From an optimization exercise on the open Yosys and OpenROAD flow, aimed at small area, a short achievable clock period and few clock cycles per item; shortcuts taken in it are not production practice. Where RTL was checked, it was by simulation tests only, not by an equivalence proof against the original. Power and IR drop assume default switching activity.

Setup of main:
Design mult_diya_fp32, start of the top module:
module mult_diya_fp32 (
   input  logic        clk,
   input  logic        nRST,
   input  logic        valid_in,
   input  logic [31:0] data1,
   input  logic [31:0] data2,
   output logic [31:0] result,
   output logic        valid_out
);
   logic        sa, sb;
   logic [7:0]  ea, eb;
   logic [22:0] fa, fb;
   assign sa = data1[31];
   assign sb = data2[31];
   assign ea = data1[30:23];
   assign eb = data2[30:23];
   assign fa = data1[22:0];
   assign fb = data2[22:0];
   logic a_ff, b_ff, a_z, b_z, a_fz, b_fz, a_nan, b_nan, a_inf, b_inf, inf_zero;
   assign a_ff  = &ea;
   assign b_ff  = &eb;
   assign a_z   = ~|ea;
   assign b_z   = ~|eb;
   assign a_fz  = ~|fa;
   assign b_fz  = ~|fb;
   assign a_nan = a_ff & ~a_fz;
   assign b_nan = b_ff & ~b_fz;
   assign a_inf = a_ff & a_fz;
   assign b_inf = b_ff & b_fz;
   assign inf_zero = (a_inf & b_z) | (b_inf & a_z);
   logic        nan_d, cnan_d, s_d, sel_b, clr_d;
   logic [22:0] x_d;
   assign nan_d  = a_nan | b_nan | inf_zero;
   assign cnan_d = inf_zero;
   assign clr_d  = a_ff | b_ff;
   logic n1_1, n1_2, n1_3, n1_4, n1_5, n1_6, n1_7, n1_8, n1_9, n1_10, n1_11, n1_12, n1_13, n1_14, n1_15, n1_16;
  ...
For scale: roughly 2400 cells after synthesis.
export LEC_CHECK = 0
export CAP_MARGIN = 20
export CORE_MARGIN = 2
export CORE_UTILIZATION = 65
export SLEW_MARGIN = 20
export SYNTH_HIERARCHICAL = 1
export SYNTH_MINIMUM_KEEP_SIZE = 0
create_clock -name core_clock -period 14.0 [get_ports {clk}]
standard.sh (not shown) runs the stock make flow with config.mk's settings and CLKGATE_MAP_FILE= SYNTH_SCRIPT=/design/flow/synth_recipe.tcl, a recipe that flattens the netlist after the stock synthesis.
==> flow/flow/run.sh <==
#!/bin/bash
# Standard layout, with plain buffers (instead of the default delay-cell
# buffers) on the ports. Every port still gets its own buffer.
set -euo pipefail
export BUFFER_PORTS_ARGS="-buffer_cell sky130_fd_sc_hd__buf_2"
bash standard.sh > standard.log 2>&1
main: done, clean on timing, DRC and antenna
Relative to main, the following input files were edited for the feature branch:
Settings: a change of SLEW_MARGIN from 20 to 60.
- Relative to main, combinational group share of total power increased by 0.9 points in the feature branch.
- | utilization | the feature branch vs main | ≈ equal |
- Diff the feature branch..main | DRC violation count after routing | unchanged
- [the feature branch vs main] register-to-register setup slack: higher in the feature branch
- Compared main against the feature branch; final area within noise.
- The feature branch against main: total wire length fell by 240 um; total global-route track usage stayed essentially flat; part of the total power dissipated in the clock network fell by 1.1 points.
No functional check of the RTL was part of any run of this note.

* * *

Another version of the RTL of mult_diya_fp32 (not shown whole).
For scale: ~2400 cells after synthesis, about 100 I/O pins.
==> flow/design.v (excerpt) <==
module mult_diya_fp32 (
   input  logic        clk,
   input  logic        nRST,
   input  logic        valid_in,
   input  logic [31:0] data1,
   input  logic [31:0] data2,
   output logic [31:0] result,
   output logic        valid_out
);
   logic        sa, sb;
   logic [7:0]  ea, eb;
   logic [22:0] fa, fb;
   assign sa = data1[31];
   assign sb = data2[31];
   assign ea = data1[30:23];
   assign eb = data2[30:23];
   assign fa = data1[22:0];
   assign fb = data2[22:0];
   logic a_ff, b_ff, a_z, b_z, a_fz, b_fz, a_nan, b_nan, a_inf, b_inf, inf_zero;
   assign a_ff  = &ea;
   assign b_ff  = &eb;
   assign a_z   = ~|ea;
   assign b_z   = ~|eb;
   assign a_fz  = ~|fa;
   assign b_fz  = ~|fb;
   assign a_nan = a_ff & ~a_fz;
   assign b_nan = b_ff & ~b_fz;
   assign a_inf = a_ff & a_fz;
   assign b_inf = b_ff & b_fz;
   assign inf_zero = (a_inf & b_z) | (b_inf & a_z);
   logic        nan_d, cnan_d, s_d, sel_b, clr_d;
   logic [22:0] x_d;
   logic [9:0]  e_d;
   assign nan_d  = a_nan | b_nan | inf_zero;
   assign cnan_d = inf_zero;
   assign clr_d  = a_ff | b_ff;
   assign sel_b  = b_ff & (a_fz | ~a_ff);
   assign x_d    = sel_b ? fb : fa;
   assign s_d    = a_nan ? sa : (b_nan ? sb : (~inf_zero & (sa ^ sb)));
   always_comb begin
      if (a_ff | b_ff)
         e_d = 10'd300;
      else if (a_z | b_z)
         e_d = 10'h300;                
      else
         e_d = {2'b00, ea} + {2'b00, eb} - 10'd127;
   end
   logic [25:0] yb;                    
   assign yb = {2'b01, fb, 1'b0};
   logic [11:0] one_d, two_d, neg_d;
   genvar gj, gk;
   generate
      for (gj = 0; gj < 12; gj++) begin : g_enc
         assign one_d[gj] = (yb[2*gj+1] ^ yb[2*gj]) & ~clr_d;
         assign two_d[gj] = ((yb[2*gj+2] & ~yb[2*gj+1] & ~yb[2*gj]) |
                             (~yb[2*gj+2] & yb[2*gj+1] & yb[2*gj])) & ~clr_d;
         assign neg_d[gj] = yb[2*gj+2] & ~clr_d;
      end
   endgenerate
   logic        r1_v, r1_nan, r1_cnan, r1_s;
   logic [22:0] r1_x;
   logic [11:0] r1_one, r1_two, r1_neg;
   logic [9:0]  r1_e;
   always_ff @(posedge clk or negedge nRST) begin
      if (!nRST) r1_v <= 1'b0;
      else       r1_v <= valid_in;
   end
   always_ff @(posedge clk) begin
      r1_nan  <= nan_d;
      r1_cnan <= cnan_d;
  ...
make LEC_CHECK=0 CAP_MARGIN=20 CORE_MARGIN=2 CORE_UTILIZATION=40 SLEW_MARGIN=20 SYNTH_HIERARCHICAL=1 SYNTH_MINIMUM_KEEP_SIZE=0 finish   # period 14.0 ns
run.sh (not shown) runs the stock make flow with config.mk's settings and CLKGATE_MAP_FILE= SYNTH_SCRIPT=/design/flow/synth_recipe.tcl, a recipe that flattens the netlist after the stock synthesis.
Stock flow here: none of the scripts above is used.
The first run produced a clean layout.
==> next run, changes <==
SLEW_MARGIN = 60   (was 20)
Die area does not change.
Power went up by 0.49%.
Design area is higher by 0.41%.
Core utilization rises by 0.19 points.
Via count is about the same.
Critical path depth is unchanged.
Worst setup slack gains 0.039 ns.
Area after synthesis stays the same.
Hold slack stays flat.
Flip-flop and latch count stays the same.
Wire length barely changes.
Function was not checked in any run of this note: the RTL went through the layout flow alone.

* * *

Setup of before:
Another version of the RTL of mult_diya_fp32 (not shown whole).
Size: roughly 2,300 cells after synthesis, ~22,000 sq um of cells after synthesis.
clock: 14.0 ns
lec_check: 0
cap_margin: 20
core_margin: 2
core_utilization: 65
cts_buf_list: sky130_fd_sc_hd__clkbuf_8
cts_cluster_size: 30
slew_margin: 60
synth_hierarchical: 1
synth_minimum_keep_size: 0
standard.sh (not shown) runs the stock make flow with config.mk's settings and CLKGATE_MAP_FILE= SYNTH_SCRIPT=/design/flow/synth_recipe.tcl, a recipe that flattens the netlist after the stock synthesis.
Scripts as last shown in full above: flow/flow/run.sh
Testbench counts of before, summed over its fixed seeds: cycles 16,024, items 16,000.
What after does differently from before at the input level:
Settings: removing CTS_BUF_LIST (formerly sky130_fd_sc_hd__clkbuf_8); removing CTS_CLUSTER_SIZE (formerly 30).
==> comparison <==
Minimum clock period after layout, after and before: lower on before. Looking at critical path startpoint, the data2[29] result is from before; the data2[30] one comes from after. Looking at synthesis-to-finish area growth, after sits 0.29 points below before. Combinational cell fraction of total power (higher): after.

* * *

Another version of the RTL of mult_diya_fp32 (not shown whole).
For scale: roughly 2100 cells after synthesis, about 100 I/O pins.
clock: 14.0 ns
lec_check: 0
cap_margin: 50
core_margin: 2
core_utilization: 40
slew_margin: 80
synth_hierarchical: 1
synth_minimum_keep_size: 0
run.sh (not shown) runs the stock make flow with config.mk's settings and CLKGATE_MAP_FILE= SYNTH_SCRIPT=/design/flow/synth_recipe.tcl, a recipe that flattens the netlist after the stock synthesis.
Stock flow here: none of the scripts above is used.
Testbench counts at the start, summed over its fixed seeds: cycles 16,016, items 16,000.
==> next run, changes <==
- CAP_MARGIN: 50 -> 20
- SLEW_MARGIN: 80 -> 20
=> The new run completed without violations; core utilization drops by 3.4 points; non-clock buffer count is lower by 60; wire length went down by 2.4%; total power fell by 9.0%; setup slack is better by 0.14 ns; final area drops by 7.2%; global-route usage went down by 0.44 points.

* * *

== the previous run ==
mult_diya_fp32, a different RTL version from the one above (not shown whole).
For scale: roughly 100 I/O pins.
Settings: LEC_CHECK=0, CAP_MARGIN=20, CORE_MARGIN=2, CORE_UTILIZATION=72, CTS_BUF_LIST=sky130_fd_sc_hd__clkbuf_8, CTS_CLUSTER_SIZE=30, SLEW_MARGIN=60, SYNTH_HIERARCHICAL=1, SYNTH_MINIMUM_KEEP_SIZE=0; clock period 14.0 ns.
standard.sh (not shown) runs the stock make flow with config.mk's settings and CLKGATE_MAP_FILE= SYNTH_SCRIPT=/design/flow/synth_recipe.tcl, a recipe that flattens the netlist after the stock synthesis.
==> flow/flow/run.sh <==
#!/bin/bash
# Standard layout with two changes to how it is built:
#  * plain buffers (instead of the default delay-cell buffers) on the ports;
#    every port still gets its own buffer;
#  * clock tree synthesis without dummy balancing loads.
set -euo pipefail
export BUFFER_PORTS_ARGS="-buffer_cell sky130_fd_sc_hd__buf_2"
export CTS_ARGS="-sink_clustering_enable -repair_clock_nets -buf_list sky130_fd_sc_hd__clkbuf_8 -sink_clustering_size 30 -dont_use_dummy_load"
bash standard.sh > standard.log 2>&1
Testbench counts of the previous run, summed over its fixed seeds: cycles 16,024, items 16,000.
Setup changes, the previous run to the current run
- swapping 72 for 65 in CORE_UTILIZATION
==> comparison <==
Total power on the current run is ahead of the previous run.
The clock latency reported for the late side of the worst-skew pair on the previous run is in line with that on the current run.
The current run against the previous run: initial DRC count shrank by 30; internal portion of total power held steady; TritonCTS buffer count grew by 2.5%; global-route usage shrank by 3.3 points.
The current run | status: complete | timing, DRC, antenna: pass
Across both runs, proportion of power drawn by combinational gates was higher for the current run than for the previous run.

* * *

## ember
mult_diya_fp32, a different RTL version from the one above (not shown whole).
For scale: ~2400 cells after synthesis, about 100 I/O pins, roughly 22000 um2 of cells after synthesis.
Settings: LEC_CHECK=0, CAP_MARGIN=20, CORE_MARGIN=2, CORE_UTILIZATION=65, SLEW_MARGIN=20, SYNTH_HIERARCHICAL=1, SYNTH_MINIMUM_KEEP_SIZE=0; clock period 14.0 ns.
==> flow/flow/run.sh <==
#!/bin/bash
# Standard layout, with plain buffers (instead of the default delay-cell
# buffers) on the ports. Every port still gets its own buffer.
set -euo pipefail
export BUFFER_PORTS_ARGS="-buffer_cell sky130_fd_sc_hd__buf_2"
bash standard.sh > standard.log 2>&1
Testbench counts of ember, summed over its fixed seeds: cycles 16,024, items 16,000.
The inputs of tundra differ from those of ember as listed below.
- CORE_UTILIZATION changed from 65 to 40
[summary]
As far as quantity of hold-fixing buffers added after cts goes, tundra and ember are indistinguishable; the numbers are identical.
Of tundra and ember, it is tundra that has the higher ratio of cells with drive above 1 in the final layout.
Compared with ember, tundra shows a lower sequential portion of the cell area.
Compared to ember, tundra has relative area change from synthesis to final layout 2.3 points higher.
Status: sequential cell count parity (tundra, ember)
Fraction of standard cell area in multi-input logic, tundra and ember: smaller value in tundra
As far as logic depth of the worst path, buffers included goes, tundra and ember are indistinguishable; the numbers are identical.
Compared to ember, tundra shows a narrower setup margin.
Share of the cycle needed by the critical path after routing, tundra and ember: higher on tundra
Between ember and tundra, the flow reports power increasing slightly.

* * *

== run 3 ==
Another version of the RTL of mult_diya_fp32 (not shown whole).
For scale: about 2,300 cells after synthesis.
Design mult_diya_fp32, start of the top module:
module mult_diya_fp32 (
   input  logic        clk,
   input  logic        nRST,
   input  logic        valid_in,
   input  logic [31:0] data1,
   input  logic [31:0] data2,
   output logic [31:0] result,
   output logic        valid_out
);
clock: 14.0 ns
lec_check: 0
cap_margin: 20
core_margin: 2
core_utilization: 65
cts_buf_list: sky130_fd_sc_hd__clkbuf_8
cts_cluster_size: 30
slew_margin: 60
synth_hierarchical: 1
synth_minimum_keep_size: 0
==> flow/flow/run.sh <==
#!/bin/bash
# Standard layout with two changes to how it is built:
#  * plain buffers (instead of the default delay-cell buffers) on the ports;
#    every port still gets its own buffer;
#  * clock tree synthesis without dummy balancing loads.
set -euo pipefail
export BUFFER_PORTS_ARGS="-buffer_cell sky130_fd_sc_hd__buf_2"
export CTS_ARGS="-sink_clustering_enable -repair_clock_nets -buf_list sky130_fd_sc_hd__clkbuf_8 -sink_clustering_size 30 -dont_use_dummy_load"
bash standard.sh > standard.log 2>&1
Testbench counts of run 3, summed over its fixed seeds: cycles 16,024, items 16,000.
## Diff of input files: run 4 against run 3
==> flow/flow/run.sh <==
#!/bin/bash
# Standard layout, with plain buffers (instead of the default delay-cell
# buffers) on the ports. Every port still gets its own buffer.
set -euo pipefail
export BUFFER_PORTS_ARGS="-buffer_cell sky130_fd_sc_hd__buf_2"
bash standard.sh > standard.log 2>&1
## What came out
Run 4: done, clean on timing, DRC and antenna
Run 4: sequential share of layout area lower than run 3
[compare] base=run 3 new=run 4: number of global-route vias before repair about even, first-iteration DRC count rose 86, relative max-transition margin rose 0.39 points, share of the core filled with cells in the final layout rose 0.93 points.
Number of port buffers came out exactly the same in run 3 and run 4.

* * *

Setup of run C:
Another version of the RTL of mult_diya_fp32 (not shown whole).
Size: roughly 23,000 µm² of cells after synthesis.
Design mult_diya_fp32, start of the top module:
module mult_diya_fp32 (
   input  logic        clk,
   input  logic        nRST,
   input  logic        valid_in,
   input  logic [31:0] data1,
   input  logic [31:0] data2,
   output logic [31:0] result,
   output logic        valid_out
);
   logic        sa, sb;
   logic [7:0]  ea, eb;
   logic [22:0] fa, fb;
   assign sa = data1[31];
   assign sb = data2[31];
   assign ea = data1[30:23];
   assign eb = data2[30:23];
   assign fa = data1[22:0];
   assign fb = data2[22:0];
   logic a_ff, b_ff, a_z, b_z, a_fz, b_fz, a_nan, b_nan, a_inf, b_inf, inf_zero;
   assign a_ff  = &ea;
   assign b_ff  = &eb;
   assign a_z   = ~|ea;
   assign b_z   = ~|eb;
   assign a_fz  = ~|fa;
   assign b_fz  = ~|fb;
   assign a_nan = a_ff & ~a_fz;
   assign b_nan = b_ff & ~b_fz;
   assign a_inf = a_ff & a_fz;
   assign b_inf = b_ff & b_fz;
   assign inf_zero = (a_inf & b_z) | (b_inf & a_z);
   logic        nan_d, cnan_d, s_d, sel_b, clr_d;
   logic [22:0] x_d;
   assign nan_d  = a_nan | b_nan | inf_zero;
   assign cnan_d = inf_zero;
   assign clr_d  = a_ff | b_ff;
   assign sel_b  = b_ff & (a_fz | ~a_ff);
   assign x_d    = sel_b ? fb : fa;
   assign s_d    = a_nan ? sa : (b_nan ? sb : (~inf_zero & (sa ^ sb)));
   logic [25:0] yb;                    
   assign yb = {2'b01, fb, 1'b0};
   logic [11:0] one_d, two_d, neg_d;
   genvar gj, gk;
   generate
      for (gj = 0; gj < 12; gj++) begin : g_enc
         assign one_d[gj] = (yb[2*gj+1] ^ yb[2*gj]) & ~clr_d;
         assign two_d[gj] = ((yb[2*gj+2] & ~yb[2*gj+1] & ~yb[2*gj]) |
                             (~yb[2*gj+2] & yb[2*gj+1] & yb[2*gj])) & ~clr_d;
         assign neg_d[gj] = yb[2*gj+2] & ~clr_d;
      end
   endgenerate
   logic        r1_v, r1_nan, r1_cnan, r1_s;
   logic [22:0] r1_x;
   logic [11:0] r1_one, r1_two, r1_neg;
   logic [7:0]  r1_ea, r1_eb;
   logic        r1_big, r1_small;
   always_ff @(posedge clk or negedge nRST) begin
      if (!nRST) r1_v <= 1'b0;
      else       r1_v <= valid_in;
   end
   always_ff @(posedge clk) begin
      r1_nan  <= nan_d;
      r1_cnan <= cnan_d;
      r1_s    <= s_d;
      r1_x    <= x_d;
  ...
==> flow/config.mk <==
export PLATFORM = sky130hd
export DESIGN_NAME = mult_diya_fp32
export DESIGN_NICKNAME = mult_diya_fp32
export VERILOG_FILES = /design/flow/design.v
export SDC_FILE = /design/flow/constraint.sdc
export NUM_CORES = 4
export LEC_CHECK = 0
export CAP_MARGIN = 20
export CORE_MARGIN = 2
export CORE_UTILIZATION = 40
export SLEW_MARGIN = 20
export SYNTH_HIERARCHICAL = 1
export SYNTH_MINIMUM_KEEP_SIZE = 0
==> flow/constraint.sdc <==
create_clock -name core_clock -period 14.0 [get_ports {clk}]
set_input_delay 2.8000 -clock core_clock [delete_from_list [all_inputs] [get_ports {clk}]]
set_output_delay 2.8000 -clock core_clock [all_outputs]
set_load 0.01 [all_outputs]
==> flow/flow/run.sh <==
#!/bin/bash
# Standard layout, with plain buffers (instead of the default delay-cell
# buffers) on the ports. Every port still gets its own buffer.
set -euo pipefail
export BUFFER_PORTS_ARGS="-buffer_cell sky130_fd_sc_hd__buf_2"
bash standard.sh > standard.log 2>&1
Testbench counts of run C, summed over its fixed seeds: cycles 16,024, items 16,000.
Modified inputs, run M compared to run C
==> flow/run.sh (new file) <==
#!/bin/bash
# synth_recipe.tcl (not shown) runs the flow's synth.tcl, then flattens the netlist and writes it again
# the make line also repeats each setting of config.mk as NAME=value (left out here)
make -C /OpenROAD-flow-scripts/flow DESIGN_CONFIG=/design/flow/config.mk WORK_HOME=/design/flow/orfs CLKGATE_MAP_FILE= SYNTH_SCRIPT=/design/flow/synth_recipe.tcl finish
removed: flow/flow/run.sh
removed: flow/standard.sh
==> comparison <==
- Total power of the final layout deteriorates in run M relative to run C.
- Going from run C to run M, final cell count flat, least setup slack across all paths after layout down 0.42 ns, die area now sits at about the same level, via count stayed essentially flat, post-DP HPWL shows an increase of 0.47%.
- For run M, the end point of the critical path was r1_x[5], unlike run C, where it was r1_x[7].

## port drivers added, routing unchanged
Ports are ideal in the flow. The routed layouts listed here were re-timed in OpenROAD. Step 1: set_driving_cell puts a clkbuf_16 on clk and a buf_2 on each other input, an assumption about the parent block. Step 2 moves the port delays by t, midway between the first and last clock arrival at a register: inputs arrive t later, outputs are due t later. That takes back most of the time a late clock gives input paths. Slacks: no drivers / after step 1 / after step 2; pairs: no drivers / after step 1.
run	t (ns)	slack for setup (ns)	clock arrival spread, ns
main	0.628	9.826 / 9.826 / 9.389	0.014 / 0.014
the feature branch	0.625	9.971 / 10.009 / 9.385	0.029 / 0.029
the first run of note 2	0.659	9.251 / 9.267 / 8.609	0.026 / 0.025
the second run of note 2	0.653	9.290 / 9.298 / 8.644	0.023 / 0.023
before	0.653	10.031 / 10.012 / 9.410	0.023 / 0.023
after	0.617	9.984 / 10.021 / 9.404	0.012 / 0.012
the first run of note 4	0.615	6.411 / 6.411 / 6.411	0.025 / 0.025
the second run of note 4	0.615	6.552 / 6.552 / 6.552	0.040 / 0.040
the previous run	0.575	10.061 / 10.093 / 9.519	0.057 / 0.057
the current run	0.601	10.124 / 10.072 / 9.566	0.027 / 0.027
ember	0.624	9.878 / 9.878 / 9.501	0.010 / 0.010
tundra	0.651	9.825 / 9.825 / 9.522	0.035 / 0.035
run 3	0.631	10.118 / 10.064 / 9.597	0.083 / 0.083
run 4	0.659	10.074 / 10.019 / 9.576	0.038 / 0.039
run C	0.600	9.775 / 9.793 / 9.193	0.030 / 0.030
run M	0.608	9.354 / 9.387 / 8.779	0.031 / 0.030
After both steps setup and hold are still met in every run listed. For the second run of note 2, which loses most, drivers alone change the setup slack by +0.008 ns; drivers and shift together by -0.646 ns.
